Background: an optimization exercise with open tools, aiming at small area, a short achievable clock period and few clock cycles per item. Do not read the settings as production practice.
RTL that was checked went through simulation tests only; none was proved equivalent to the original.
The RTL of runs 5 to 7 was laid out without a check of its function.
Power and IR drop assume default switching activity.

**design.v**
```verilog
package fcfl_pkg;
   localparam int OFFSET_W = 24;
   localparam int LENGTH_W = 25;
   localparam int SHIFT_W  = 5;
   localparam int CSR_DATA_W = 32;
   localparam int CSR_ADDR_W = 3;
   localparam logic [1:0] KIND_ALLOC    = 2'd0;
   localparam logic [1:0] KIND_FREE     = 2'd1;
   localparam logic [1:0] KIND_FREE_ALL = 2'd2;
   localparam logic [1:0] STATUS_OK     = 2'd0;
   localparam logic [1:0] STATUS_EMPTY  = 2'd1;
   localparam logic [1:0] STATUS_BOUNDS = 2'd2;
   localparam logic REG_BUFFER_LENGTH = 1'b0;
   localparam logic REG_CHUNK_SHIFT   = 1'b1;
   localparam logic [SHIFT_W-1:0] SHIFT_MIN   = 5'd3;
   localparam logic [SHIFT_W-1:0] SHIFT_MAX   = 5'd16;
   localparam logic [SHIFT_W-1:0] SHIFT_RESET = 5'd6;
   localparam logic [1:0] ST_IDLE       = 2'd0;
   localparam logic [1:0] ST_ALLOC_WAIT = 2'd1;
   localparam logic [1:0] ST_SWEEP      = 2'd2;
endpackage
import fcfl_pkg::*;
module fcfl_csr
(
   input  logic                  clock,
   input  logic                  reset,
   input  logic                  csr_psel,
   input  logic                  csr_penable,
   input  logic                  csr_pwrite,
   input  logic [CSR_ADDR_W-1:0] csr_paddr,
   input  logic [CSR_DATA_W-1:0] csr_pwdata,
   output logic [CSR_DATA_W-1:0] csr_prdata,
   output logic                  csr_pready,
   output logic [LENGTH_W-1:0]   cfg_buffer_length,
   output logic [SHIFT_W-1:0]    cfg_chunk_shift
);
   logic [LENGTH_W-1:0] buffer_length_ff, buffer_length_in;
   logic [SHIFT_W-1:0]  chunk_shift_ff, chunk_shift_in;
   logic                wr_en;
   assign csr_pready = 1'b1;
   assign wr_en      = csr_psel && csr_penable && csr_pwrite;
   always_comb begin
      buffer_length_in = buffer_length_ff;
      chunk_shift_in   = chunk_shift_ff;
      if (wr_en) begin
         unique case (csr_paddr[2])
            REG_BUFFER_LENGTH: buffer_length_in = csr_pwdata[LENGTH_W-1:0];
            REG_CHUNK_SHIFT:   chunk_shift_in   = csr_pwdata[SHIFT_W-1:0];
            default:           buffer_length_in = buffer_length_ff;
         endcase
      end
   end
   always_ff @(posedge clock) begin
      if (reset) begin
         buffer_length_ff <= '0;
         chunk_shift_ff   <= SHIFT_RESET;
      end else begin
         buffer_length_ff <= buffer_length_in;
         chunk_shift_ff   <= chunk_shift_in;
      end
   end
   always_comb begin
      unique case (csr_paddr[2])
         REG_BUFFER_LENGTH: csr_prdata = CSR_DATA_W'(buffer_length_ff);
         REG_CHUNK_SHIFT:   csr_prdata = CSR_DATA_W'(chunk_shift_ff);
         default:           csr_prdata = '0;
      endcase
   end
   assign cfg_buffer_length = buffer_length_ff;
   assign cfg_chunk_shift = chunk_shift_ff;
endmodule
import fcfl_pkg::*;
module fcfl_engine
#(
   parameter int MAX_CHUNKS = 256
)(
   input  logic         clock,
   input  logic         reset,
   input  logic [LENGTH_W-1:0] cfg_buffer_length,
   input  logic [SHIFT_W-1:0]  cfg_chunk_shift,
   input  logic                req_valid,
   output logic                req_ready,
   input  logic [1:0]          req_kind,
   input  logic [OFFSET_W-1:0] req_byte_offset,
   output logic                rsp_valid,
   input  logic                rsp_ready,
   output logic [1:0]          rsp_status,
   output logic [OFFSET_W-1:0] rsp_chunk_offset
);
   localparam int IDX_W  = $clog2(MAX_CHUNKS);
   localparam int CNT_W  = IDX_W + 1;
   localparam int WIDE_W = IDX_W + 16;
   logic [SHIFT_W-1:0]  shift;
   assign shift = (cfg_chunk_shift < SHIFT_MIN) ? SHIFT_MIN :
                  (cfg_chunk_shift > SHIFT_MAX) ? SHIFT_MAX : cfg_chunk_shift;
   logic             a_valid_ff;
   logic             a_alloc_ff;    
   logic             a_push_ff;     
   logic             a_bounds_ff;   
   logic             a_fall_ff;     
   logic [IDX_W-1:0] a_idx_ff;
   logic             q0_valid_ff;
   logic             exec;
   logic             accept;
   logic [OFFSET_W-1:0] free_idx;
   logic                free_ok;
   assign exec      = a_valid_ff && (!q0_valid_ff || rsp_ready);
   assign req_ready = !a_valid_ff || !q0_valid_ff || rsp_ready;
   assign accept    = req_valid && req_ready;
   assign free_idx = req_byte_offset >> shift;
   assign free_ok  = ({1'b0, req_byte_offset} < cfg_buffer_length) &&
                     ({1'b0, free_idx} < LENGTH_W'(MAX_CHUNKS));
   always_ff @(posedge clock) begin
      if (reset) begin
         a_valid_ff <= 1'b0;
      end else if (accept) begin
         a_valid_ff <= 1'b1;
      end else if (exec) begin
         a_valid_ff <= 1'b0;
      end
   end
   always_ff @(posedge clock) begin
      if (accept) begin
         a_alloc_ff  <= (req_kind == KIND_ALLOC);
         a_push_ff   <= (req_kind == KIND_FREE) && free_ok;
         a_bounds_ff <= (req_kind == KIND_FREE) && !free_ok;
         a_fall_ff   <= (req_kind == KIND_FREE_ALL);
         a_idx_ff    <= free_idx[IDX_W-1:0];
      end
   end
   logic [IDX_W-1:0] head_ff;
   logic             hv_ff;
   logic [IDX_W-1:0] wm1_ff;     
   logic             vr_ff;      
   logic [CNT_W-1:0] lo_ff;      
   logic [IDX_W-1:0] tail_ff;    
   logic             tv_ff;
   logic [IDX_W-1:0] link_mem [0:MAX_CHUNKS-1];
   logic             head_virgin;
   logic             pend_v_ff;       
   logic [IDX_W-1:0] pend_addr_ff;    
   logic             link_end;
   logic [IDX_W-1:0] head_m1;
   logic [IDX_W-1:0] link_val;
   logic             idx_virgin;
   logic [LENGTH_W-1:0] len_chunks;
   logic [CNT_W-1:0]    new_count;
   logic [WIDE_W-1:0]   alloc_wide;
   assign head_virgin = vr_ff && (head_ff == wm1_ff);
   assign idx_virgin  = vr_ff && ({1'b0, a_idx_ff} >= lo_ff) && (a_idx_ff <= wm1_ff);
   assign head_m1     = head_ff - IDX_W'(1);
   assign link_end    = head_virgin ? (head_ff == '0) : (tv_ff && head_ff == tail_ff);
   assign link_val    = head_virgin ? head_m1 : link_mem[head_ff];
   logic [CNT_W-1:0] count_ff;
   assign len_chunks = cfg_buffer_length >> shift;
   assign new_count  = (len_chunks > LENGTH_W'(MAX_CHUNKS)) ? CNT_W'(MAX_CHUNKS)
                                                            : len_chunks[CNT_W-1:0];
   always_ff @(posedge clock) begin
      count_ff <= new_count;
   end
   assign alloc_wide = WIDE_W'(head_ff) << shift;
   logic                do_alloc, do_free, do_free_all;
   logic [1:0]          new_status;
   logic [OFFSET_W-1:0] new_offset;
   assign do_alloc    = exec && a_alloc_ff && hv_ff;
   assign do_free     = exec && a_push_ff;
   assign do_free_all = exec && a_fall_ff;
   always_comb begin
      new_status = STATUS_OK;
      new_offset = '0;
      if (a_alloc_ff) begin
         if (hv_ff) new_offset = OFFSET_W'(alloc_wide);
         else       new_status = STATUS_EMPTY;
      end else if (a_bounds_ff) begin
         new_status = STATUS_BOUNDS;
      end
   end
   always_ff @(posedge clock) begin
      if (reset) begin
         hv_ff <= 1'b0;
         vr_ff <= 1'b0;
         tv_ff <= 1'b0;
      end else if (do_alloc) begin
         hv_ff <= !link_end;
         if (head_virgin) vr_ff <= ({1'b0, head_ff} > lo_ff);
      end else if (do_free) begin
         hv_ff <= 1'b1;
         if (idx_virgin) vr_ff <= (a_idx_ff < wm1_ff);
         if (!hv_ff) tv_ff <= 1'b1;
         else if (a_idx_ff == tail_ff) tv_ff <= 1'b0;
      end else if (do_free_all) begin
         hv_ff <= (count_ff != '0);
         vr_ff <= (count_ff != '0);
         tv_ff <= 1'b0;
      end
   end
   always_ff @(posedge clock) begin
      if (do_alloc) begin
         head_ff <= link_val;
         if (head_virgin) wm1_ff <= head_m1;
      end else if (do_free) begin
         head_ff <= a_idx_ff;
         if (!hv_ff) tail_ff <= a_idx_ff;
         if (idx_virgin) lo_ff <= {1'b0, a_idx_ff} + CNT_W'(1);
      end else if (do_free_all) begin
         head_ff <= IDX_W'(count_ff - CNT_W'(1));
         wm1_ff  <= IDX_W'(count_ff - CNT_W'(1));
         lo_ff   <= '0;
      end
   end
   logic             mem_wr_en;
   logic [IDX_W-1:0] mem_wr_addr;
   logic [IDX_W-1:0] mem_wr_data;
   assign mem_wr_en   = do_free || pend_v_ff;
   assign mem_wr_addr = do_free ? a_idx_ff : pend_addr_ff;
   assign mem_wr_data = do_free ? head_ff : (pend_addr_ff - IDX_W'(1));
   always_ff @(posedge clock) begin
      if (reset) begin
         pend_v_ff <= 1'b0;
      end else if (do_alloc && head_virgin) begin
         pend_v_ff <= (head_ff != '0);
      end else if (do_free) begin
         if (a_idx_ff == pend_addr_ff) pend_v_ff <= 1'b0;
      end else begin
         pend_v_ff <= 1'b0;
      end
   end
   always_ff @(posedge clock) begin
      if (do_alloc && head_virgin) begin
         pend_addr_ff <= head_ff;
      end
   end
   always_ff @(posedge clock) begin
      if (mem_wr_en) begin
         link_mem[mem_wr_addr] <= mem_wr_data;
      end
   end
   logic [1:0]          q0_status_ff;
   logic [OFFSET_W-1:0] q0_offset_ff;
   always_ff @(posedge clock) begin
      if (reset) begin
         q0_valid_ff <= 1'b0;
      end else if (exec) begin
         q0_valid_ff <= 1'b1;
      end else if (rsp_ready) begin
         q0_valid_ff <= 1'b0;
      end
   end
   always_ff @(posedge clock) begin
      if (exec) begin
         q0_status_ff <= new_status;
         q0_offset_ff <= new_offset;
      end
   end
   assign rsp_valid        = q0_valid_ff;
   assign rsp_status       = q0_status_ff;
   assign rsp_chunk_offset = q0_offset_ff;
endmodule
import fcfl_pkg::*;
module fixed_chunk_free_list
#(
   parameter int MAX_CHUNKS = 256
)(
   input  logic                  clock,
   input  logic                  reset,
   input  logic                  req_valid,
   output logic                  req_ready,
   input  logic [1:0]            req_kind,
   input  logic [OFFSET_W-1:0]   req_byte_offset,
   output logic                  rsp_valid,
   input  logic                  rsp_ready,
   output logic [1:0]            rsp_status,
   output logic [OFFSET_W-1:0]   rsp_chunk_offset,
   input  logic                  csr_psel,
   input  logic                  csr_penable,
   input  logic                  csr_pwrite,
   input  logic [CSR_ADDR_W-1:0] csr_paddr,
   input  logic [CSR_DATA_W-1:0] csr_pwdata,
   output logic [CSR_DATA_W-1:0] csr_prdata,
   output logic                  csr_pready
);
   logic [LENGTH_W-1:0] cfg_buffer_length;
   logic [SHIFT_W-1:0]  cfg_chunk_shift;
   fcfl_csr u_csr (
      .clock       (clock),
      .reset       (reset),
      .csr_psel    (csr_psel),
      .csr_penable (csr_penable),
      .csr_pwrite  (csr_pwrite),
      .csr_paddr   (csr_paddr),
      .csr_pwdata  (csr_pwdata),
      .csr_prdata  (csr_prdata),
      .csr_pready  (csr_pready),
      .cfg_buffer_length (cfg_buffer_length),
      .cfg_chunk_shift   (cfg_chunk_shift)
   );
   fcfl_engine #(
      .MAX_CHUNKS (MAX_CHUNKS)
   ) u_engine (
      .clock  (clock),
      .reset  (reset),
      .cfg_buffer_length (cfg_buffer_length),
      .cfg_chunk_shift   (cfg_chunk_shift),
      .req_valid        (req_valid),
      .req_ready        (req_ready),
      .req_kind         (req_kind),
      .req_byte_offset  (req_byte_offset),
      .rsp_valid        (rsp_valid),
      .rsp_ready        (rsp_ready),
      .rsp_status       (rsp_status),
      .rsp_chunk_offset (rsp_chunk_offset)
   );
endmodule
```
**run.sh**
```bash
#!/bin/bash
# synth_recipe.tcl (not shown) runs the flow's synth.tcl, then flattens the netlist and writes it again
# the make line also repeats each setting of config.mk as NAME=value (left out here)
make -C /OpenROAD-flow-scripts/flow DESIGN_CONFIG=/design/flow/config.mk WORK_HOME=/design/flow/orfs CLKGATE_MAP_FILE= SYNTH_SCRIPT=/design/flow/synth_recipe.tcl finish
```
**config.mk**
```make
export PLATFORM = sky130hd
export DESIGN_NAME = fixed_chunk_free_list
export DESIGN_NICKNAME = fixed_chunk_free_list
export VERILOG_FILES = /design/flow/design.v
export SDC_FILE = /design/flow/constraint.sdc
export NUM_CORES = 4
export LEC_CHECK = 0
export CAP_MARGIN = 20
export CORE_MARGIN = 2
export CORE_UTILIZATION = 70
export CTS_CLUSTER_DIAMETER = 100
export CTS_CLUSTER_SIZE = 25
export SETUP_SLACK_MARGIN = 3.0
export SLEW_MARGIN = 20
export TNS_END_PERCENT = 5
```
**constraint.sdc**
```tcl
create_clock -name core_clock -period 6.0 [get_ports {clock}]
set_input_delay 1.2000 -clock core_clock [delete_from_list [all_inputs] [get_ports {clock}]]
set_output_delay 1.2000 -clock core_clock [all_outputs]
set_load 0.01 [all_outputs]
```
==> impl_metrics.toml, run 1 <==
[timing]
slew_headroom = 0.218
maxSlewViolCount = 0
fin_skew_ns = 0.0356
hold_violations = 0
period_needed_ns = 3.53
worstMarginPinSlew_ns = 1.16
rsz0062_at_grt = "true"
setup_viol = 0
setup-tns-final_ns = 0
whs_ns = 0.462
post-route-period-util = 0.588
clock.fmax_mhz = 283

[die]
die_y_microns = 363
core_area_sq_mm = 0.128
fp-row-count = 131
dieArea_sq_mm = 0.132
dieWidth_microns = 363
initial_utilization = 0.707
ios = 129

[clocking]
cts_tree = "done"
cts_root_buf = "clkbuf_16"
cts-htree-levels = 3
clockBufferDepth = 3
cts.clk_slew.worst_paths_ns = 0.11
insertion_delay_ns = 0.77
cts_sinks = 2180
numCtsBuffers = 98

[critical_path]
worstPathMaxFanout = 15
slowest_stage = "nor2b_1"
crit_required_ns = 6.52
cp_top_family = "simple AND/OR/NAND/NOR gates"
critPathBufInv = 1
cp-end-kind = "flip-flop"
start_kind = "flip-flop"
max_stage_delay_ns = 0.69
cp_cell_sequence = "buf_4 -> nor2b_1 -> o211ai_1 -> nor3_1 -> o31ai_4 -> a221oi_4 -> nor4b_4 -> a211o_1"
critPathKind = "reg -> reg"
cp.arrival_ns = 4.04

[grt]
antenna_found_initial = 5
grt_pass1_wl_microns = 352000
grt_overflow = 0
grt_pass1_vias = 49000
grt_max_degree = 257
track_usage = 0.380

[finish]
layout_common_cells = "2,127 x edfxtp_1, 385 x mux4_2, 326 x mux2i_1"
fin_nets = 5406
final_common_cell = "edfxtp_1"
syn2layout_area_growth_pct = 12.1
drive_above_1_share = 0.256

[flow_run]
drv_cap = 0

[synth]
async_flop_share = 0
synth_edf_count = 2127
ys_seq_area_frac = 0.720
synth_ff_type = "edfxtp_1"
synth_cell_types = 88
yosysWarnings = 2
synth-seq-cells = 2180
synth_area_sq_mm = 0.0902
syn_avg_cell_area_sq_um = 17.9
postSynthCellCount = 5037

[routing]
first_pass_iters = 7
drtAntennaViolNets = 0
post_drt_wl_per_cell_microns = 35.8
drt-total-wl_microns = 249000
drt_iter0_drc = 8227
num_vias = 51500
drc = 0
viasPerCell = 7.39

[placed_design]
place.port_buffers = 111
place_hpwl_microns = 140000
gp_congestion = 0.922

[pwr]
power_density_mw_per_mm2 = 276
leakage_uw = 0.0332
ir_drop_mv = 0.253

[worst_hold_path]
hp-class = "reg -> reg"

[outcome]
status = "timing/DRC/antenna clean"
-- Yosys cell counts, types with 53 or more instances --
| master | number | area, sq um |
|---|---|---|
| a21oi_1 | 140 | 701 |
| clkbuf_1 | 145 | 544 |
| dfxtp_1 | 53 | 1060 |
| edfxtp_1 | 2127 | 63900 |
| inv_1 | 55 | 206 |
| mux2i_1 | 331 | 3310 |
| mux4_2 | 381 | 8580 |
| nand2_1 | 255 | 957 |
| nand3_1 | 61 | 305 |
| nor2_1 | 407 | 1530 |
| o21ai_0 | 74 | 370 |
| o221ai_1 | 109 | 955 |
| o22ai_1 | 78 | 488 |
-- metal layers --
metal	up-vias	track usage	wire length (microns)
met2	3798	0.583	116000
met4	8	0.173	13800
met3	685	0.0841	31100
met5	-	0	65
met1	26300	0.535	88100
li1	20800	-	-
-- sequential cells by signal, indices dropped and copies added, names as in the netlist, 2 cells and up, named ones only --
signal / cells
u_engine.a_idx_ff: 8
u_csr.buffer_length_ff: 25
u_engine.q0_status_ff: 2
u_engine.lo_ff: 9
u_csr.chunk_shift_ff: 5
u_engine.wm1_ff: 8
u_engine.pend_addr_ff: 8
u_engine.head_ff: 8
u_engine.link_mem: 2048
u_engine.tail_ff: 8
u_engine.q0_offset_ff: 24
u_engine.count_ff: 9
-- final cells by class --
cell class	instances	area, sq um
clock inverters	8	128
flip-flops and latches	2180	65000
well taps	1662	2080
multi-input cells	2478	25400
fillers	6665	26600
repair buffers	471	5810
clock buffers	112	2530
diodes	2	5.00
inverters	57	218
-- where the power goes --
part           total, uW  switching [uW]  internal [uW]
registers          16700             101          16600
logic               3670            2240           1420
clock network       7510            4490           3030
-- worst reg2reg max path: cells and delay by family, from the launching register on --
family,cells,cell delay (ns)
and+or+nand+nor,3,1.22
DFF,1,0.52
buffers and inverters,1,0.43
AOI/OAI and AO/OA,4,1.11
-- through the flow --
step / power [uW] / area (sq um) / utilization / setup WS (ns) / instances
global placement: 19900 / 92800 / 0.727 / 0.961 / 6637
global route: 28400 / 101000 / 0.792 / 2.51 / 6968
detailed placement: 19900 / 92900 / 0.727 / 0.814 / 6637
CTS: 27700 / 100000 / 0.784 / 2.28 / 6905
finish: 27900 / 101000 / 0.792 / 2.47 / 6970
floorplan: 18900 / 90400 / - / 0.872 / 5046
-- kinds of logic (layout without fill, tap and decap cells) --
| logic type | count (synthesis) | count (layout) | synth area share |
|---|---|---|---|
| flip-flops | 2180 | 2180 | 0.720 |
| AND/OR/NAND/NOR | 917 | 921 | 0.0444 |
| multiplexers | 757 | 757 | 0.143 |
| AO/OA/AOI/OAI | 677 | 680 | 0.0525 |
| buffers and inverters | 395 | 648 | 0.0280 |
| XOR/XNOR | 57 | 57 | 0.00553 |
| adder cells (fa/ha/maj) | 52 | 52 | 0.00721 |
| other | 2 | 13 | 0.0000832 |
-- final timing paths --
kind	start	to	slack, ns	cells past startpoint
worst max register to register	flip-flop	u_engine.head_ff[2]	2.47	8
worst max-delay path	flip-flop	u_engine.head_ff[2]	2.47	8
worst min register to register	u_csr.buffer_length_ff[1]	u_csr.buffer_length_ff[1]	0.46	2
worst min-delay path	u_csr.buffer_length_ff[1]	u_csr.buffer_length_ff[1]	0.46	2
-- what timing repair did --
action                                  4_1_cts  5_1_grt
cloned                                       32        8
endpoints found under the setup margin     3728     2772
pin swaps                                    58       31
hold buffers                                  0        0
buffers inserted                            116       53
gates resized for setup                     652      159
Testbench counts, summed over its fixed seeds: cycles 9,640, items 9,624.
==> run 2, diff against run 1 <==
--- a/config.mk
+++ b/config.mk
@@ -9,7 +9,7 @@
 export CORE_MARGIN = 2
 export CORE_UTILIZATION = 70
 export CTS_CLUSTER_DIAMETER = 100
-export CTS_CLUSTER_SIZE = 25
+export CTS_CLUSTER_SIZE = 28
 export SETUP_SLACK_MARGIN = 3.0
 export SLEW_MARGIN = 20
 export TNS_END_PERCENT = 5
==> impl_metrics.toml, run 2 <==
[critical_path]
crit_required_ns = 6.61
start_kind = "flip-flop"
cp.arrival_ns = 4.15
critPathKind = "reg -> reg"
cp-end-kind = "flip-flop"
worstPathMaxFanout = 25

[synth]
synth.area.top_cells = "edfxtp_1 71%, mux4_2 9.5%, mux2i_1 3.7%, nor2_1 1.7%, dfxtp_1 1.2%"
synth_top_area_cell = "edfxtp_1"
synth_most_common_cell = "edfxtp_1"
synth_ff_type = "edfxtp_1"
synth-seq-cells = 2180
ys_seq_area_frac = 0.720
netlist.area_leader.share = 0.708
synth_area_sq_mm = 0.0902
synth_cell_types = 88
synth_edf_count = 2127
syn_avg_cell_area_sq_um = 17.9
async_flop_share = 0
ys_top_cells_by_count = "2,127 x edfxtp_1, 407 x nor2_1, 381 x mux4_2"
yosysWarnings = 2
postSynthCellCount = 5037

[grt]
grt_max_degree = 257
grt_pass1_wl_microns = 350000
antenna_found_initial = 6
grt_overflow = 0
track_usage = 0.377
grt_pass1_vias = 48800

[routing]
viasPerCell = 7.38
first_pass_iters = 6
num_vias = 51500
post_drt_wl_per_cell_microns = 36.0
drt-total-wl_microns = 252000
drt_iter0_drc = 8256
drc = 0
drtAntennaViolNets = 0

[finish]
largest_register_ffs = 2048
fin_nets = 5421
design_area_sq_mm = 0.102
final_common_cell = "edfxtp_1"
register_area_sq_mm = 0.0650
regMostFlops = "u_engine.link_mem"
syn2layout_area_growth_pct = 12.9
multi_input_area_sq_mm = 0.0263
final_util = 0.798
top_regs = "u_engine.link_mem x2048, u_csr.buffer_length_ff x25, u_engine.q0_offset_ff x24"
drive_above_1_share = 0.266
nFillCells = 6518
layout_common_cells = "2,127 x edfxtp_1, 387 x mux4_2, 324 x mux2i_1"

[pwr]
power_density_mw_per_mm2 = 272
ir_drop_mv = 0.264
leakage_uw = 0.0330

[timing]
fin_ws_ns = 2.47
maxSlewViolCount = 0
period_needed_ns = 3.53
worstMarginPinSlew_ns = 1.29
hold_violations = 0
post-route-period-util = 0.589
fin_skew_ns = 0.0449
slew_headroom = 0.130
setup_viol = 0
setup-tns-final_ns = 0
rsz0062_at_grt = "true"
clock.fmax_mhz = 283

[die]
core_area_sq_mm = 0.128
dieArea_sq_mm = 0.132
initial_utilization = 0.707
fp-row-count = 131
dieWidth_microns = 363
die_y_microns = 363
ios = 129

[placed_design]
place.port_buffers = 111
placed_area_sq_mm = 0.0929
place_hpwl_microns = 140000
gp_congestion = 0.922
dp_slack_ns = 0.814

[outcome]
status = "timing/DRC/antenna clean"

[clocking]
cts_sinks = 2180
clockBufferDepth = 3
insertion_delay_ns = 0.74
cts-htree-levels = 3
cts.clk_slew.worst_paths_ns = 0.11
cts_tree = "done"
cts_root_buf = "clkbuf_16"
numCtsBuffers = 89

[flow_run]
drv_cap = 0

[worst_hold_path]
hp-class = "reg -> reg"
-- run 2: final timing paths --
path | start | endpoint | slack, ns | cells past startpoint
worst max register to register | flip-flop | u_engine.head_ff[6] | 2.47 | 11
worst min register to register | u_csr.buffer_length_ff[1] | u_csr.buffer_length_ff[1] | 0.46 | 2
worst max-delay path | flip-flop | u_engine.head_ff[6] | 2.47 | 11
worst min-delay path | u_csr.buffer_length_ff[1] | u_csr.buffer_length_ff[1] | 0.46 | 2
-- run 2: power breakdown --
part / leakage [uW] / switching [uW] / total, uW / internal [uW]
combinational: 0.0122 / 2280 / 3720 / 1450
sequential: 0.0196 / 102 / 16700 / 16600
clock: 0.00119 / 4430 / 7260 / 2830
-- run 2: routing by layer --
layer  share of wire  global-route usage
met3            0.13              0.0832
met5         0.00062                   0
met2            0.47               0.578
met1            0.35               0.531
met4           0.059               0.174
-- run 2: worst max-delay path: stages, from the launching register on --
cell and delay (ns):
dfxtp_4 0.44, buf_12 0.13, buf_16 0.21, nand2b_2 0.24
buf_6 0.26, o221ai_1 0.43, o22ai_1 0.25, a32o_1 0.27
nor4_1 0.47, mux2i_4 0.21, o21ai_1 0.24, buf_4 0.15
-- run 2: area by class of cell --
| class | count | share of cell area |
|---|---|---|
| sequential | 2180 | 0.637 |
| multi-input combinational | 2477 | 0.258 |
| timing repair buffer | 496 | 0.0585 |
| clock buffer | 101 | 0.0227 |
| tap | 1662 | 0.0204 |
| inverter | 57 | 0.00214 |
| clock inverter | 7 | 0.00122 |
| antenna | 1 | 0.0000246 |
-- run 2: what timing repair did --
action                                  in CTS  in global routing
cloned                                      33                 12
pin swaps                                   63                 45
endpoints found under the setup margin    3729               2549
gates resized for setup                    853                199
endpoints found under the hold margin        0                  0
hold buffers                                 0                  0
setup buffers                               97                 91
-- run 2: kinds of logic after synthesis --
| group | count (synthesis) | synth area share |
|---|---|---|
| AO/OA/AOI/OAI | 677 | 0.0525 |
| XOR/XNOR | 57 | 0.00553 |
| adder cells (fa/ha/maj) | 52 | 0.00721 |
| buffers and inverters | 395 | 0.0280 |
| flip-flops | 2180 | 0.720 |
| multiplexers | 757 | 0.143 |
| other | 2 | 0.0000832 |
| AND/OR/NAND/NOR | 917 | 0.0444 |
-- run 2: stage by stage --
| step | instances | power (uW) | hold WS (ns) |
|---|---|---|---|
| 2_1_floorplan | 5046 | 18900 | 0.436 |
| 3_3_place_gp | 6637 | 19900 | 0.442 |
| 3_5_place_dp | 6637 | 19900 | 0.449 |
| 4_1_cts | 6875 | 27400 | 0.463 |
| 5_1_grt | 6981 | 28200 | 0.484 |
| 6_report | 6981 | 27700 | 0.463 |
==> run 3, diff against run 2 <==
--- a/config.mk
+++ b/config.mk
@@ -9,7 +9,6 @@
 export CORE_MARGIN = 2
 export CORE_UTILIZATION = 70
 export CTS_CLUSTER_DIAMETER = 100
-export CTS_CLUSTER_SIZE = 28
+export CTS_CLUSTER_SIZE = 30
 export SETUP_SLACK_MARGIN = 3.0
 export SLEW_MARGIN = 20
-export TNS_END_PERCENT = 5
==> impl_metrics.toml, run 3 <==
[timing]
slew_headroom = 0.295
clock.fmax_mhz = 291
period_needed_ns = 3.44
hold_violations = 0
fin_ws_ns = 2.56
rsz0062_at_grt = "true"
maxSlewViolCount = 0
setup_viol = 0
fin_skew_ns = 0.0317
post-route-period-util = 0.574
worstMarginPinSlew_ns = 1.06
setup-tns-final_ns = 0

[flow_run]
drv_cap = 0

[clocking]
cts_tree = "done"
holdBufCountCts = 0
cts_root_buf = "clkbuf_16"
insertion_delay_ns = 0.75
cts_sinks = 2180
numCtsBuffers = 83
clockBufferDepth = 3
cts.clk_slew.worst_paths_ns = 0.12
cts-htree-levels = 3

[finish]
regMostFlops = "u_engine.link_mem"
top_regs = "u_engine.link_mem x2048, u_csr.buffer_length_ff x25, u_engine.q0_offset_ff x24"
design_area_sq_mm = 0.102
syn2layout_area_growth_pct = 12.7
layout_common_cells = "2,127 x edfxtp_1, 385 x mux4_2, 323 x mux2i_1"
final_util = 0.796
drive_above_1_share = 0.258
fin_nets = 5397
final_common_cell = "edfxtp_1"
largest_register_ffs = 2048

[placed_design]
place.port_buffers = 111
gp_congestion = 0.936
dp_slack_ns = 0.767
place_hpwl_microns = 145000
placed_area_sq_mm = 0.0931

[die]
fp-row-count = 131
dieWidth_microns = 363
die_y_microns = 363
core_area_sq_mm = 0.128
initial_utilization = 0.707
ios = 129
dieArea_sq_mm = 0.132

[synth]
synth_top_area_cell = "edfxtp_1"
synth_area_sq_mm = 0.0902
synth_ff_type = "edfxtp_1"
synth_cell_types = 88
synth_top_family_by_area = "multiplexers"
synth-xor-area-share = 0.00553
ys_top_cells_by_count = "2,127 x edfxtp_1, 407 x nor2_1, 381 x mux4_2"
synth-simple-area-share = 0.0444
postSynthCellCount = 5037
netlist.area_leader.share = 0.708
muxShareOfSynthArea = 0.143
synth-seq-cells = 2180
ys_seq_area_frac = 0.720
synth.area.top_cells = "edfxtp_1 71%, mux4_2 9.5%, mux2i_1 3.7%, nor2_1 1.7%, dfxtp_1 1.2%"
synth_compound_area_frac = 0.0525
syn_avg_cell_area_sq_um = 17.9
synth_edf_count = 2127
async_flop_share = 0
synth_most_common_cell = "edfxtp_1"
synthAdderAreaFrac = 0.00721
yosysWarnings = 2

[pwr]
power_density_mw_per_mm2 = 270
p_comb_frac = 0.136
intPower_uw = 20700
seqPwrFrac = 0.609
switching_share = 0.247
p_sw_uw = 6780
ir_drop_mv = 0.308
leakage_uw = 0.0328
pwr-share-clk = 0.255

[grt]
grt_pass1_vias = 48800
grt_overflow = 0
grt_pass1_wl_microns = 354000
antenna_found_initial = 7
grt_max_degree = 257
track_usage = 0.382

[critical_path]
cp.arrival_ns = 4.13
start_kind = "flip-flop"
reg2reg_slack_ns = 2.56
critPathKind = "reg -> reg"
cp-end-kind = "flip-flop"
worstPathMaxFanout = 24
r2r_cells = 11
crit_required_ns = 6.69

[worst_hold_path]
hold_depth = 2
hp-start = "u_csr.buffer_length_ff[4]"
whs_endpoint = "u_csr.buffer_length_ff[4]"
hp-class = "reg -> reg"

[routing]
drt-total-wl_microns = 254000
drc = 0
first_pass_iters = 6
num_vias = 51900
post_drt_wl_per_cell_microns = 36.5
drtAntennaViolNets = 0
viasPerCell = 7.45
drt_iter0_drc = 8690

[outcome]
status = "timing/DRC/antenna clean"
==> run 3: cell counts after synthesis <==
No cell type changed its count.
==> run 3: worst max path at each step <==
stage	endpoint	startpoint	slack [ns]	depth (start not counted)
finish	flip-flop	flip-flop	2.56	11
global route	flip-flop	flip-flop	2.55	12
CTS	flip-flop	flip-flop	2.61	12
detailed placement	u_engine.link_mem[15][4]	rsp_ready	0.77	9
global placement	u_engine.link_mem[15][1]	rsp_ready	0.82	9
floorplan	u_engine.link_mem[0][3]	rsp_ready	0.87	8
==> run 3: logic make-up after synthesis <==
group,count (synthesis)
AOI/OAI and AO/OA,677
xor gates and xnor gates,57
adders and majority gates,52
buffers and inverters,395
DFF,2180
muxes,757
other,2
and+or+nand+nor,917
==> run 3: power by group through the flow <==
stage          Combinational, uW  Sequential, uW  Clock (uW)
2_1_floorplan               1880           17000           0
3_3_place_gp                2850           17100           0
3_5_place_dp                2890           17100           0
4_1_cts                     3440           16700        6990
5_1_grt                     3800           16700        7440
6_report                    3730           16700        7000
==> run 3: critical path, stage by stage, from the launching register on <==
cell      delay (ns)
dfxtp_4         0.41
buf_12          0.18
buf_12          0.15
buf_16          0.22
mux2i_1         0.13
o221ai_2        0.34
o22ai_2         0.21
o211ai_1        0.50
a41oi_4         0.28
or4_4           0.59
o221ai_1        0.12
mux2_2          0.20
==> run 3: per-stage QoR <==
| stage | hold WS [ns] | cells | power, uW |
|---|---|---|---|
| after global placement | 0.443 | 6662 | 19900 |
| final | 0.465 | 6963 | 27400 |
| after detailed placement | 0.451 | 6664 | 20000 |
| after floorplan | 0.436 | 5046 | 18900 |
| after CTS | 0.466 | 6870 | 27100 |
| after global routing | 0.495 | 6959 | 28000 |
==> run 3: routing by layer <==
metal / GRT usage / vias up / part of all wire
met5: 0 / - / 0.000091
met4: 0.175 / 4 / 0.063
met3: 0.0851 / 704 / 0.13
met2: 0.583 / 4158 / 0.46
met1: 0.540 / 26300 / 0.34
li1: - / 20800 / -
==> run 3: repair_timing <==
action,in CTS,in global routing
pin swaps,44,56
endpoints found under the hold margin,0,0
cloned,29,13
buffers inserted,74,73
setup endpoints to repair,4035,2002
resized for setup,893,144
==> run 3: cell type report <==
| type | instances | area (sq um) |
|---|---|---|
| Tap cell | 1662 | 2080 |
| Timing Repair Buffer | 476 | 5910 |
| Antenna cell | 6 | 15.0 |
| Clock inverter | 9 | 105 |
| Fill cell | 6494 | 26000 |
| Multi-Input combinational cell | 2479 | 26200 |
| Clock buffer | 94 | 2160 |
| Inverter | 57 | 234 |
| Sequential cell | 2180 | 65000 |
==> run 4, diff against run 3 <==
--- a/config.mk
+++ b/config.mk
@@ -8,7 +8,8 @@
 export CAP_MARGIN = 20
 export CORE_MARGIN = 2
 export CORE_UTILIZATION = 70
-export CTS_CLUSTER_DIAMETER = 100
+export CTS_CLUSTER_DIAMETER = 80
 export CTS_CLUSTER_SIZE = 30
 export SETUP_SLACK_MARGIN = 3.0
 export SLEW_MARGIN = 20
+export TNS_END_PERCENT = 5
==> impl_metrics.toml, run 4 <==
[finish]
syn2layout_area_growth_pct = 13.5
final_common_cell = "edfxtp_1"
fin_nets = 5414
layout_common_cells = "2,127 x edfxtp_1, 384 x mux4_2, 327 x mux2i_1"
regMostFlops = "u_engine.link_mem"
drive_above_1_share = 0.266
largest_register_ffs = 2048
top_regs = "u_engine.link_mem x2048, u_csr.buffer_length_ff x25, u_engine.q0_offset_ff x24"

[die]
dieArea_sq_mm = 0.132
initial_utilization = 0.707
core_area_sq_mm = 0.128
dieWidth_microns = 363
fp-row-count = 131
ios = 129
die_y_microns = 363

[synth]
synth_most_common_cell = "edfxtp_1"
synth.area.top_cells = "edfxtp_1 71%, mux4_2 9.5%, mux2i_1 3.7%, nor2_1 1.7%, dfxtp_1 1.2%"
postSynthCellCount = 5037
synth_edf_count = 2127
netlist.area_leader.share = 0.708
ys_top_cells_by_count = "2,127 x edfxtp_1, 407 x nor2_1, 381 x mux4_2"
synth-seq-cells = 2180
synth_area_sq_mm = 0.0902
ys_seq_area_frac = 0.720
yosysWarnings = 2
synth_cell_types = 88
async_flop_share = 0
synth_top_area_cell = "edfxtp_1"
synth_ff_type = "edfxtp_1"
syn_avg_cell_area_sq_um = 17.9

[timing]
clock.fmax_mhz = 291
maxSlewViolCount = 0
period_needed_ns = 3.43
worstMarginPinSlew_ns = 1.26
setup_viol = 0
hold_violations = 0
post-route-period-util = 0.572
rsz0062_at_grt = "true"
whs_ns = 0.465
fin_skew_ns = 0.0442
setup-tns-final_ns = 0
slew_headroom = 0.155

[grt]
track_usage = 0.381
grt_pass1_wl_microns = 353000
grt_pass1_vias = 48800
grt_overflow = 0
grt_max_degree = 257
antenna_found_initial = 7

[outcome]
status = "timing/DRC/antenna clean"

[critical_path]
cp-end-kind = "flip-flop"
cp.arrival_ns = 3.92
crit_required_ns = 6.49
start_kind = "flip-flop"
worstPathMaxFanout = 15
critPathKind = "reg -> reg"

[worst_hold_path]
hp-class = "reg -> reg"

[routing]
post_drt_wl_per_cell_microns = 36.1
num_vias = 51700
first_pass_iters = 10
drt_iter0_drc = 8349
drtAntennaViolNets = 0
drc = 0
drt-total-wl_microns = 253000
viasPerCell = 7.40

[clocking]
cts-htree-levels = 3
cts_sinks = 2180
cts_root_buf = "clkbuf_16"
cts_tree = "done"
numCtsBuffers = 89
insertion_delay_ns = 0.76
cts.clk_slew.worst_paths_ns = 0.10
clockBufferDepth = 3

[pwr]
power_density_mw_per_mm2 = 274
leakage_uw = 0.0331
ir_drop_mv = 0.377
p_total_uw = 28000

[flow_run]
drv_cap = 0

[placed_design]
place.port_buffers = 111
place_hpwl_microns = 140000
gp_congestion = 0.922
[run 4: cell counts after synthesis]
Identical to the previous run, type by type.
[run 4: logic make-up after synthesis]
family	Yosys count	share of synthesized area
xor+xnor	57	0.00553
buf+inv	395	0.0280
compound gates	677	0.0525
other cells	2	0.0000832
mux	757	0.143
simple gates	917	0.0444
flops	2180	0.720
fa+ha+maj	52	0.00721
[run 4: per-stage QoR]
| stage | setup slack, ns | util | cell area [sq um] | cells |
|---|---|---|---|---|
| 3_3_place_gp | 0.961 | 0.727 | 92800 | 6637 |
| 3_5_place_dp | 0.814 | 0.727 | 92900 | 6637 |
| 4_1_cts | 2.65 | 0.789 | 101000 | 6895 |
| 5_1_grt | 2.61 | 0.802 | 102000 | 6992 |
| 6_report | 2.57 | 0.802 | 102000 | 6993 |
| 2_1_floorplan | 0.872 | - | 90400 | 5046 |
[run 4: critical path: stages (launching register included)]
cell	delay (ns)
dfxtp_1	0.48
buf_4	0.44
nor2b_1	0.65
o211ai_1	0.19
nor3_1	0.35
o31ai_4	0.16
a221oi_4	0.52
nor4b_4	0.12
a211o_1	0.24
[run 4: path summary, 6_finish.rpt]
path | start | to | slack [ns] | cells after the start
max | flip-flop | u_engine.head_ff[2] | 2.57 | 8
min | u_csr.buffer_length_ff[1] | u_csr.buffer_length_ff[1] | 0.46 | 2
max reg2reg | flip-flop | u_engine.head_ff[2] | 2.57 | 8
min reg2reg | u_csr.buffer_length_ff[1] | u_csr.buffer_length_ff[1] | 0.46 | 2
[run 4: what timing repair did]
item	4_1_cts	5_1_grt
pin swaps	49	43
gates cloned	34	11
hold buffers	0	0
resized for setup	842	222
buffers inserted	98	83
setup endpoints to repair	3730	2249
[run 4: area by class of cell]
type                    instances  area (sq um)
diodes                          2          5.00
clock buffers                 105          2380
clock inverters                21           292
fillers                      6441         25300
inverters                      57           218
multi-input cells            2478         26300
flip-flops and latches       2180         65000
well taps                    1662          2080
repair buffers                488          6140
[run 4: report_power, final]
group	switching (uW)	leakage [uW]	internal, uW
sequential	97.4	0.0196	16600
combinational	2300	0.0122	1470
clock	4600	0.00130	2940
[run 4: layer usage]
layer  global-route usage  up-vias  routed length, microns
met4                0.181       10                   14400
met2                0.586     3926                  118000
met1                0.531    26300                   88500
met3               0.0856      684                   31500
met5                    0        -                     137
li1                     -    20800                       -
==> run 5, diff against run 4 <==
--- a/design.v
+++ b/design.v
@@ -141,7 +141,6 @@
    logic [IDX_W-1:0] pend_addr_ff;    
    logic             link_end;
    logic [IDX_W-1:0] head_m1;
-   logic [IDX_W-1:0] link_val;
    logic             idx_virgin;
    logic [LENGTH_W-1:0] len_chunks;
    logic [CNT_W-1:0]    new_count;
@@ -150,7 +149,6 @@
    assign idx_virgin  = vr_ff && ({1'b0, a_idx_ff} >= lo_ff) && (a_idx_ff <= wm1_ff);
    assign head_m1     = head_ff - IDX_W'(1);
    assign link_end    = head_virgin ? (head_ff == '0) : (tv_ff && head_ff == tail_ff);
-   assign link_val    = head_virgin ? head_m1 : link_mem[head_ff];
    logic [CNT_W-1:0] count_ff;
    assign len_chunks = cfg_buffer_length >> shift;
    assign new_count  = (len_chunks > LENGTH_W'(MAX_CHUNKS)) ? CNT_W'(MAX_CHUNKS)
@@ -194,16 +192,23 @@
          tv_ff <= 1'b0;
       end
    end
+   logic [IDX_W-1:0] head_alt;
+   logic [IDX_W-1:0] head_nxt;
+   assign head_alt = a_alloc_ff ? head_m1 :
+                     a_push_ff  ? a_idx_ff : IDX_W'(count_ff - CNT_W'(1));
+   assign head_nxt = (a_alloc_ff && !head_virgin) ? link_mem[head_ff] : head_alt;
+   always_ff @(posedge clock) begin
+      if (do_alloc || do_free || do_free_all) begin
+         head_ff <= head_nxt;
+      end
+   end
    always_ff @(posedge clock) begin
       if (do_alloc) begin
-         head_ff <= link_val;
          if (head_virgin) wm1_ff <= head_m1;
       end else if (do_free) begin
-         head_ff <= a_idx_ff;
          if (!hv_ff) tail_ff <= a_idx_ff;
          if (idx_virgin) lo_ff <= {1'b0, a_idx_ff} + CNT_W'(1);
       end else if (do_free_all) begin
-         head_ff <= IDX_W'(count_ff - CNT_W'(1));
          wm1_ff  <= IDX_W'(count_ff - CNT_W'(1));
          lo_ff   <= '0;
       end
--- a/config.mk
+++ b/config.mk
@@ -7,9 +7,8 @@
 export LEC_CHECK = 0
 export CAP_MARGIN = 20
 export CORE_MARGIN = 2
-export CORE_UTILIZATION = 70
-export CTS_CLUSTER_DIAMETER = 80
+export CORE_UTILIZATION = 60
+export CTS_CLUSTER_DIAMETER = 60
 export CTS_CLUSTER_SIZE = 30
 export SETUP_SLACK_MARGIN = 3.0
 export SLEW_MARGIN = 20
-export TNS_END_PERCENT = 5
==> impl_metrics.toml, run 5 <==
[critical_path]
worstPathMaxFanout = 8
crit_top_cell = "buf_12"
cp_top_family = "simple AND/OR/NAND/NOR gates"
critPathKind = "reg -> reg"
r2r_cells = 15
max_stage_delay_ns = 0.54
critical_path_depth = 15
start_kind = "flip-flop"
cp.arrival_ns = 4.51
cp_cell_sequence = "buf_12 -> buf_12 -> buf_16 -> buf_12 -> buf_16 -> buf_12 -> buf_16 -> mux4_2 -> and2_4 -> o22ai_2 -> a32o_2 -> nor3_4 -> nand4_1 -> a31oi_2 -> mux2_2"
slowest_stage = "nand4_1"
critPathBufInv = 7
cp-end-kind = "flip-flop"
crit_required_ns = 6.74

[clocking]
insertion_delay_ns = 0.83
cts_root_buf = "clkbuf_16"
cts-htree-levels = 4
numCtsBuffers = 140
clockBufferDepth = 3
cts_sinks = 2180
cts.clk_slew.worst_paths_ns = 0.07
cts_tree = "done"

[routing]
drtAntennaViolNets = 0
viasPerCell = 6.84
drt_iter0_drc = 6901
post_drt_wl_per_cell_microns = 35.7
first_pass_iters = 6
drt-total-wl_microns = 263000
num_vias = 50600
drc = 0

[timing]
setup-tns-final_ns = 0
slew_headroom = 0.356
maxSlewViolCount = 0
post-route-period-util = 0.629
fin_skew_ns = 0.0635
setup_viol = 0
worstMarginPinSlew_ns = 0.966
hold_violations = 0
rsz0062_at_grt = "true"
clock.fmax_mhz = 265
period_needed_ns = 3.77

[synth]
synth_edf_count = 2127
postSynthCellCount = 4863
synth_area_sq_mm = 0.0893
ys_top_cells_by_count = "2,127 x edfxtp_1, 507 x mux4_2, 424 x nor2_1"
async_flop_share = 0
synth_cell_types = 73
synth-seq-cells = 2180
synth_most_common_cell = "edfxtp_1"
ys_seq_area_frac = 0.727
syn_avg_cell_area_sq_um = 18.4
synth_ff_type = "edfxtp_1"
synth.area.top_cells = "edfxtp_1 72%, mux4_2 13%, mux2i_1 2.6%, nor2_1 1.8%, dfxtp_1 1.2%"
netlist.area_leader.share = 0.715
synth_top_area_cell = "edfxtp_1"
yosysWarnings = 2

[grt]
track_usage = 0.347
antenna_found_initial = 10
grt_pass1_vias = 48600
grt_overflow = 0
grt_pass1_wl_microns = 367000
grt_max_degree = 188

[finish]
top_regs = "u_engine.link_mem x2048, u_csr.buffer_length_ff x25, u_engine.q0_offset_ff x24"
drive_above_1_share = 0.317
final_common_cell = "edfxtp_1"
regMostFlops = "u_engine.link_mem"
fin_nets = 5466
largest_register_ffs = 2048
syn2layout_area_growth_pct = 17.9
layout_common_cells = "2,127 x edfxtp_1, 507 x mux4_2, 342 x buf_4"

[worst_hold_path]
hp-class = "reg -> reg"
hold_depth = 2

[pwr]
leakage_uw = 0.0338
seqPwrFrac = 0.526
power_density_mw_per_mm2 = 301
pwr-share-clk = 0.330
intPower_uw = 23600
ir_drop_mv = 0.247
p_sw_uw = 8150
p_comb_frac = 0.144
switching_share = 0.257
p_total_uw = 31700

[placed_design]
place.port_buffers = 111
gp_congestion = 0.920
place_hpwl_microns = 157000

[die]
fp-row-count = 141
dieWidth_microns = 390
initial_utilization = 0.604
die_y_microns = 390
ios = 129
dieArea_sq_mm = 0.152
core_area_sq_mm = 0.148

[outcome]
status = "timing/DRC/antenna clean"

[flow_run]
drv_cap = 0
[run 5: cell types whose count changed after synthesis, sizes merged, moves of 13 or more]
cell / delta
buf: -17
clkbuf: -14
o21ai: +13
nand4: +21
o22ai: -26
nor2: +16
o221ai: -104
mux2i: -97
mux4: +94
a21oi: -25
[run 5: kinds of logic after synthesis]
logic type	after synthesis	synth area share
adder cells (fa/ha/maj)	52	0.00728
other	2	0.0000841
multiplexers	759	0.156
buffers and inverters	365	0.0204
AND/OR/NAND/NOR	951	0.0467
AO/OA/AOI/OAI	498	0.0367
XOR/XNOR	56	0.00549
flip-flops	2180	0.727
[run 5: repair_timing]
| item | CTS | global route |
|---|---|---|
| gates cloned | 26 | 6 |
| gates resized for setup | 779 | 155 |
| hold buffers | 0 | 0 |
| pin swaps | 57 | 46 |
| setup endpoints to repair | 3656 | 2521 |
| setup buffers | 136 | 77 |
[run 5: routing by layer]
layer	GRT usage	part of all wire	vias up
met3	0.0821	0.11	528
met1	0.494	0.38	26400
li1	-	-	20600
met2	0.528	0.46	3013
met4	0.138	0.046	8
met5	0	0.00019	-
[run 5: worst reg2reg max path, cell delays in order (launching register included)]
cell,delay [ns]
dfxtp_4,0.36
buf_12,0.14
buf_12,0.14
buf_16,0.17
buf_12,0.15
buf_16,0.16
buf_12,0.13
buf_16,0.14
mux4_2,0.32
and2_4,0.14
o22ai_2,0.06
a32o_2,0.34
nor3_4,0.37
nand4_1,0.54
a31oi_2,0.38
mux2_2,0.17
[run 5: power groups by stage]
stage	combinational [uW]	sequential [uW]	clock, uW
finish	4570	16700	10500
global route	4690	16700	11100
CTS	4270	16700	10600
detailed placement	3490	17100	0
global placement	3470	17100	0
floorplan	2270	17000	0
[run 5: final cells by class]
| class | count | area [sq um] |
|---|---|---|
| Timing Repair Buffer | 634 | 7230 |
| Multi-Input combinational cell | 2331 | 25600 |
| Clock inverter | 99 | 1090 |
| Inverter | 59 | 265 |
| Fill cell | 9214 | 42500 |
| Sequential cell | 2180 | 65000 |
| Clock buffer | 155 | 3740 |
| Tap cell | 1930 | 2410 |
| Antenna cell | 1 | 2.50 |
[run 5: final timing paths]
path / end / slack, ns / from
setup / recovery: flip-flop / 2.23 / flip-flop
hold / removal: u_csr.buffer_length_ff[7] / 0.48 / u_csr.buffer_length_ff[7]
setup reg to reg: flip-flop / 2.23 / flip-flop
hold reg to reg: u_csr.buffer_length_ff[7] / 0.48 / u_csr.buffer_length_ff[7]
[run 5: stage by stage]
stage / util / setup slack [ns] / instance area [sq um] / cells / hold slack [ns]
finish: 0.712 / 2.23 / 105000 / 7389 / 0.483
floorplan: - / 0.581 / 89500 / 4872 / 0.446
global placement: 0.635 / 0.189 / 93900 / 6886 / 0.472
global route: 0.712 / 2.22 / 105000 / 7388 / 0.503
detailed placement: 0.636 / 0.871 / 94000 / 6889 / 0.472
CTS: 0.703 / 2.36 / 104000 / 7305 / 0.481
==> run 6, diff against run 5 <==
--- a/config.mk
+++ b/config.mk
@@ -7,8 +7,9 @@
 export LEC_CHECK = 0
 export CAP_MARGIN = 20
 export CORE_MARGIN = 2
-export CORE_UTILIZATION = 60
+export CORE_UTILIZATION = 70
+export CTS_BUF_LIST = sky130_fd_sc_hd__clkbuf_8
 export CTS_CLUSTER_DIAMETER = 60
-export CTS_CLUSTER_SIZE = 30
+export CTS_CLUSTER_SIZE = 16
 export SETUP_SLACK_MARGIN = 3.0
 export SLEW_MARGIN = 20
==> impl_metrics.toml, run 6 <==
[synth]
synth.area.top_cells = "edfxtp_1 72%, mux4_2 13%, mux2i_1 2.6%, nor2_1 1.8%, dfxtp_1 1.2%"
async_flop_share = 0
synth_cell_types = 73
synth_top_area_cell = "edfxtp_1"
yosysWarnings = 2
synth_most_common_cell = "edfxtp_1"
synth_ff_type = "edfxtp_1"
synth-seq-cells = 2180
postSynthCellCount = 4863
syn_avg_cell_area_sq_um = 18.4
synth_area_sq_mm = 0.0893
synth_edf_count = 2127
ys_seq_area_frac = 0.727
netlist.area_leader.share = 0.715
ys_top_cells_by_count = "2,127 x edfxtp_1, 507 x mux4_2, 424 x nor2_1"

[finish]
final_common_cell = "edfxtp_1"
layout_common_cells = "2,127 x edfxtp_1, 507 x mux4_2, 252 x nor2_4"
fin_nets = 5372
regMostFlops = "u_engine.link_mem"
syn2layout_area_growth_pct = 15.2
largest_register_ffs = 2048
drive_above_1_share = 0.322
top_regs = "u_engine.link_mem x2048, u_csr.buffer_length_ff x25, u_engine.q0_offset_ff x24"

[die]
ios = 129
dieArea_sq_mm = 0.130
dieWidth_microns = 361
core_area_sq_mm = 0.127
initial_utilization = 0.703
fp-row-count = 131
die_y_microns = 361

[routing]
drtAntennaViolNets = 0
drt_iter0_drc = 8344
drc = 0
viasPerCell = 7.37
post_drt_wl_per_cell_microns = 36.9
drt-total-wl_microns = 257000
num_vias = 51400
first_pass_iters = 7

[placed_design]
place.port_buffers = 111
gp_congestion = 0.912
dp_slack_ns = 0.722
place_hpwl_microns = 147000

[grt]
grt_pass1_vias = 49500
grt_pass1_wl_microns = 359000
grt_overflow = 0
grt_max_degree = 257
track_usage = 0.395
antenna_found_initial = 5

[critical_path]
cp-end-kind = "flip-flop"
max_stage_delay_ns = 0.40
cp.arrival_ns = 4.48
critPathKind = "reg -> reg"
crit_required_ns = 6.89
cp_cell_sequence = "buf_6 -> buf_6 -> buf_12 -> buf_12 -> bufbuf_16 -> mux4_2 -> mux2i_1 -> mux2_2 -> a31oi_1 -> nand4_1 -> nor4_2 -> buf_4 -> a311o_1 -> mux2_2"
slowest_stage = "a31oi_1"
worstPathMaxFanout = 10
critPathBufInv = 6
cp_top_family = "buffers and inverters"
start_kind = "flip-flop"

[outcome]
status = "timing/DRC/antenna clean"

[clocking]
cts.clk_slew.worst_paths_ns = 0.10
insertion_delay_ns = 0.99
cts_root_buf = "clkbuf_8"
cts_tree = "done"
cts_sinks = 2180
clockBufferDepth = 3
cts-htree-levels = 4
holdBufCountCts = 0
numCtsBuffers = 160

[flow_run]
drv_cap = 0

[timing]
setup_viol = 0
clock.fmax_mhz = 278
rsz0062_at_grt = "true"
fin_ws_ns = 2.41
hold_violations = 0
setup-tns-final_ns = 0
fin_skew_ns = 0.0583
slew_headroom = 0.199
worstMarginPinSlew_ns = 1.20
maxSlewViolCount = 0
post-route-period-util = 0.598
period_needed_ns = 3.59

[pwr]
ir_drop_mv = 0.279
power_density_mw_per_mm2 = 279
leakage_uw = 0.0326
p_total_uw = 28700

[worst_hold_path]
hp-class = "reg -> reg"
[run 6: power breakdown]
group	switching, uW	internal (uW)	leakage (uW)
clock network	4690	2630	0.00141
logic	2630	2080	0.0116
registers	83.5	16600	0.0196
[run 6: path summary, 6_finish.rpt]
| kind | from | to | slack [ns] | cells past startpoint |
|---|---|---|---|---|
| setup reg to reg | flip-flop | flip-flop | 2.41 | 14 |
| hold reg to reg | u_csr.buffer_length_ff[1] | u_csr.buffer_length_ff[1] | 0.49 | 2 |
| setup / recovery | flip-flop | flip-flop | 2.41 | 14 |
| hold / removal | u_csr.buffer_length_ff[1] | u_csr.buffer_length_ff[1] | 0.49 | 2 |
[run 6: final cells by class]
type	count	area, sq um
diodes	6	15.0
clock buffers	161	2220
clock inverters	58	415
fillers	6157	24200
inverters	59	265
multi-input cells	2331	26300
flip-flops and latches	2180	65000
well taps	1662	2080
repair buffers	519	6460
repair inverters	1	8.76
[run 6: stage by stage]
step,instance area [sq um],util,std cells,hold WS (ns)
6_report,103000,0.810,6977,0.485
3_3_place_gp,92600,0.729,6488,0.466
3_5_place_dp,92600,0.729,6488,0.467
2_1_floorplan,89500,-,4872,0.446
4_1_cts,101000,0.795,6890,0.481
5_1_grt,103000,0.810,6972,0.506
[run 6: logic make-up (layout without fill, tap and decap cells)]
group / Yosys count / in the layout / share of synthesized area
compound gates: 498 / 499 / 0.0367
xor+xnor: 56 / 56 / 0.00549
fa+ha+maj: 52 / 52 / 0.00728
buf+inv: 365 / 798 / 0.0204
flops: 2180 / 2180 / 0.727
mux: 759 / 759 / 0.156
other cells: 2 / 17 / 0.0000841
simple gates: 951 / 954 / 0.0467
[run 6: what timing repair did]
action	CTS	global route
buffers inserted	152	74
cloned	31	5
resized for setup	1024	221
setup endpoints to repair	3922	1861
pin swaps	56	44
[run 6: layer usage]
layer	routed length [microns]	track usage	share of wire	vias up
met5	23	0	0.000089	-
met4	13800	0.185	0.054	4
met3	35200	0.103	0.14	790
met2	120000	0.596	0.47	4174
met1	88300	0.551	0.34	26100
li1	-	-	-	20300
[run 6: tightest hold or removal path: cells and delay by family (launching register included)]
family	cells	cell delay, ns
flops	1	0.35
simple gates	1	0.05
compound gates	1	0.05
==> run 7, diff against run 6 <==
--- a/design.v
+++ b/design.v
@@ -141,6 +141,7 @@
    logic [IDX_W-1:0] pend_addr_ff;    
    logic             link_end;
    logic [IDX_W-1:0] head_m1;
+   logic [IDX_W-1:0] link_val;
    logic             idx_virgin;
    logic [LENGTH_W-1:0] len_chunks;
    logic [CNT_W-1:0]    new_count;
@@ -149,6 +150,11 @@
    assign idx_virgin  = vr_ff && ({1'b0, a_idx_ff} >= lo_ff) && (a_idx_ff <= wm1_ff);
    assign head_m1     = head_ff - IDX_W'(1);
    assign link_end    = head_virgin ? (head_ff == '0) : (tv_ff && head_ff == tail_ff);
+   logic [IDX_W-1:0] raddr_lo_ff, raddr_hi_ff;
+   logic [IDX_W-1:0] rd_lo, rd_hi;
+   assign rd_lo    = link_mem[raddr_lo_ff];
+   assign rd_hi    = link_mem[raddr_hi_ff];
+   assign link_val = head_virgin ? head_m1 : {rd_hi[IDX_W-1:IDX_W/2], rd_lo[IDX_W/2-1:0]};
    logic [CNT_W-1:0] count_ff;
    assign len_chunks = cfg_buffer_length >> shift;
    assign new_count  = (len_chunks > LENGTH_W'(MAX_CHUNKS)) ? CNT_W'(MAX_CHUNKS)
@@ -192,23 +198,31 @@
          tv_ff <= 1'b0;
       end
    end
-   logic [IDX_W-1:0] head_alt;
-   logic [IDX_W-1:0] head_nxt;
-   assign head_alt = a_alloc_ff ? head_m1 :
-                     a_push_ff  ? a_idx_ff : IDX_W'(count_ff - CNT_W'(1));
-   assign head_nxt = (a_alloc_ff && !head_virgin) ? link_mem[head_ff] : head_alt;
    always_ff @(posedge clock) begin
-      if (do_alloc || do_free || do_free_all) begin
-         head_ff <= head_nxt;
+      if (reset) begin
+         raddr_lo_ff <= '0;
+         raddr_hi_ff <= '1;
+      end else if (do_alloc) begin
+         raddr_lo_ff <= link_val;
+         raddr_hi_ff <= link_val;
+      end else if (do_free) begin
+         raddr_lo_ff <= a_idx_ff;
+         raddr_hi_ff <= a_idx_ff;
+      end else if (do_free_all) begin
+         raddr_lo_ff <= IDX_W'(count_ff - CNT_W'(1));
+         raddr_hi_ff <= IDX_W'(count_ff - CNT_W'(1));
       end
    end
    always_ff @(posedge clock) begin
       if (do_alloc) begin
+         head_ff <= link_val;
          if (head_virgin) wm1_ff <= head_m1;
       end else if (do_free) begin
+         head_ff <= a_idx_ff;
          if (!hv_ff) tail_ff <= a_idx_ff;
          if (idx_virgin) lo_ff <= {1'b0, a_idx_ff} + CNT_W'(1);
       end else if (do_free_all) begin
+         head_ff <= IDX_W'(count_ff - CNT_W'(1));
          wm1_ff  <= IDX_W'(count_ff - CNT_W'(1));
          lo_ff   <= '0;
       end
--- a/config.mk
+++ b/config.mk
@@ -8,8 +8,8 @@
 export CAP_MARGIN = 20
 export CORE_MARGIN = 2
 export CORE_UTILIZATION = 70
-export CTS_BUF_LIST = sky130_fd_sc_hd__clkbuf_8
 export CTS_CLUSTER_DIAMETER = 60
-export CTS_CLUSTER_SIZE = 16
+export CTS_CLUSTER_SIZE = 30
 export SETUP_SLACK_MARGIN = 3.0
 export SLEW_MARGIN = 20
+export TNS_END_PERCENT = 5
==> impl_metrics.toml, run 7 <==
[grt]
track_usage = 0.403
grt_overflow = 0
grt_max_degree = 257
grt_pass1_vias = 49300
antenna_found_initial = 14
grt_pass1_wl_microns = 366000

[finish]
largest_register_ffs = 2048
register_area_sq_mm = 0.0655
final_common_cell = "edfxtp_1"
regMostFlops = "u_engine.link_mem"
nFillCells = 5847
top_regs = "u_engine.link_mem x2048, u_csr.buffer_length_ff x25, u_engine.q0_offset_ff x24"
final_util = 0.822
drive_above_1_share = 0.324
multi_input_area_sq_mm = 0.0258
fin_nets = 5365
syn2layout_area_growth_pct = 16.3
layout_common_cells = "2,127 x edfxtp_1, 530 x mux4_2, 298 x buf_4"

[clocking]
cts.clk_slew.worst_paths_ns = 0.08
numCtsBuffers = 140
cts_sinks = 2204
cts_root_buf = "clkbuf_16"
insertion_delay_ns = 0.82
holdBufCountCts = 0
clockBufferDepth = 3
cts_tree = "done"
cts-htree-levels = 4

[critical_path]
critPathKind = "reg -> reg"
cp-end-kind = "flip-flop"
start_kind = "flip-flop"
r2r_cells = 10
crit_path_end = "u_engine.head_ff[5]"
reg2reg_slack_ns = 2.53
crit_required_ns = 6.56
timing.rr.end = "u_engine.head_ff[5]"
cp.arrival_ns = 4.03
worstPathMaxFanout = 6

[worst_hold_path]
hp-class = "reg -> reg"

[synth]
syn_avg_cell_area_sq_um = 18.7
synth_top_area_cell = "edfxtp_1"
synth_ff_type = "edfxtp_1"
synth_cell_types = 90
postSynthCellCount = 4837
ys_top_cells_by_count = "2,127 x edfxtp_1, 523 x mux4_2, 408 x nor2_1"
synth.area.top_cells = "edfxtp_1 71%, mux4_2 13%, dfxtp_1 1.7%, nor2_1 1.7%, mux2i_1 1.5%"
synth_most_common_cell = "edfxtp_1"
synth_edf_count = 2127
async_flop_share = 0
synth_area_sq_mm = 0.0903
yosysWarnings = 2
synth-seq-cells = 2204
netlist.area_leader.share = 0.708
ys_seq_area_frac = 0.725

[placed_design]
place.port_buffers = 111
place_hpwl_microns = 154000
gp_congestion = 0.973

[pwr]
power_density_mw_per_mm2 = 285
pwr-share-clk = 0.362
switching_share = 0.232
leakage_uw = 0.0335
p_sw_uw = 6940
p_comb_frac = 0.074
seqPwrFrac = 0.564
intPower_uw = 22900
ir_drop_mv = 0.356

[die]
die_y_microns = 363
dieArea_sq_mm = 0.132
ios = 129
core_area_sq_mm = 0.128
initial_utilization = 0.707
dieWidth_microns = 363
fp-row-count = 131

[routing]
post_drt_wl_per_cell_microns = 38.9
drt-total-wl_microns = 273000
num_vias = 52800
drtAntennaViolNets = 0
drc = 0
first_pass_iters = 6
viasPerCell = 7.52
drt_iter0_drc = 9049

[timing]
hold_violations = 0
maxSlewViolCount = 0
rsz0062_at_grt = "true"
post-route-period-util = 0.578
slew_headroom = 0.278
period_needed_ns = 3.47
fin_skew_ns = 0.0375
clock.fmax_mhz = 288
worstMarginPinSlew_ns = 1.08
setup_viol = 0
setup-tns-final_ns = 0

[outcome]
status = "timing/DRC/antenna clean"

[flow_run]
drv_cap = 0
run 7: worst min path at each step:
stage,slack [ns],start,endpoint,depth (start not counted)
2_1_floorplan,0.45,u_csr.buffer_length_ff[7],u_csr.buffer_length_ff[7],2
3_3_place_gp,0.46,u_engine.raddr_lo_ff[0],flip-flop,2
3_5_place_dp,0.47,u_csr.buffer_length_ff[2],u_csr.buffer_length_ff[2],2
4_1_cts,0.47,u_csr.buffer_length_ff[2],u_csr.buffer_length_ff[2],2
5_1_grt,0.51,u_csr.buffer_length_ff[2],u_csr.buffer_length_ff[2],2
6_report,0.49,u_csr.buffer_length_ff[2],u_csr.buffer_length_ff[2],2
run 7: routing by layer:
metal  global-route usage  part of all wire
met1                0.547              0.33
met2                0.595              0.45
met3                0.136              0.15
met4                0.204             0.069
met5              0.00545           0.00034
run 7: stage by stage:
step                power (uW)  worst slack (ns)  cells  cell area, sq um  hold slack (ns)
finish                   29900              2.53   7025            105000            0.491
global route             30400              2.57   7016            105000            0.506
CTS                      29500              2.73   6872            103000            0.473
detailed placement       19000             0.917   6481             93400            0.466
global placement         19000             0.979   6481             93400            0.464
floorplan                18300             0.638   4846             90500            0.446
run 7: critical path, stage by stage, from the launching register on:
cell and delay (ns):
dfxtp_4 0.50, buf_12 0.22, buf_12 0.15, mux4_2 0.51
a22o_4 0.30, a221oi_4 0.36, mux4_2 0.57, and3_4 0.24
a311oi_2 0.04, nor2_2 0.22, nand2_1 0.07
run 7: repair_timing:
| action | in CTS | in global routing |
|---|---|---|
| pin swaps | 44 | 52 |
| resized for setup | 722 | 192 |
| gates cloned | 9 | 13 |
| endpoints found under the setup margin | 3577 | 2897 |
| setup buffers | 132 | 129 |
run 7: cells by family after synthesis:
| kind of cell | count (synthesis) | share of synthesized area |
|---|---|---|
| other | 2 | 0.0000832 |
| xor gates and xnor gates | 56 | 0.00543 |
| adders and majority gates | 52 | 0.00721 |
| and+or+nand+nor | 967 | 0.0477 |
| muxes | 700 | 0.155 |
| DFF | 2204 | 0.725 |
| buffers and inverters | 374 | 0.0234 |
| AOI/OAI and AO/OA | 482 | 0.0368 |
run 7: area by class of cell:
cell class / count / area share
inverter: 63 / 0.00247
tap: 1662 / 0.0198
clock inverter: 105 / 0.0131
timing repair buffer: 565 / 0.0612
antenna: 10 / 0.000238
sequential: 2204 / 0.624
multi-input combinational: 2271 / 0.245
clock buffer: 145 / 0.0341
run 7: power by group through the flow:
stage | Sequential [uW] | Clock (uW) | Combinational [uW]
2_1_floorplan | 17200 | 0 | 1110
3_3_place_gp | 17300 | 0 | 1700
3_5_place_dp | 17300 | 0 | 1720
4_1_cts | 16900 | 10700 | 1930
5_1_grt | 16900 | 11300 | 2260
6_report | 16900 | 10800 | 2220

==> re-timing with driven ports <==
How much do the figures lean on ideal ports? The routed layouts below were timed once more, with nothing changed but the port constraints.
Step 1 sets driving cells, clkbuf_16 on the clock port and buf_2 on the other inputs (assumed; they add their load-dependent delay and slew).
Step 2 times the ports against the registers' clock, not the clock port: input delays grow and output delays shrink by t, the midpoint of the rising clock arrivals with the driver on.
Slacks: ideal / step 1 / step 2; pairs: ideal / step 1.
run	t (ns)	setup WS [ns]	hold slack, ns
run 1	0.823	2.473 / 2.473 / 2.007	0.462 / 0.462 / 0.462
run 2	0.812	2.465 / 2.465 / 1.996	0.463 / 0.463 / 0.463
run 3	0.812	2.558 / 2.558 / 2.156	0.465 / 0.465 / 0.465
run 4	0.821	2.565 / 2.565 / 2.026	0.465 / 0.465 / 0.465
run 5	0.881	2.229 / 2.229 / 2.190	0.483 / 0.483 / 0.483
run 6	1.033	2.409 / 2.409 / 1.991	0.485 / 0.485 / 0.485
run 7	0.883	2.533 / 2.533 / 2.091	0.491 / 0.491 / 0.491
After both steps setup and hold are still met in every run listed. The setup slack of run 4, which loses most, moves by 0.000 ns with the drivers and by -0.539 ns with both steps.
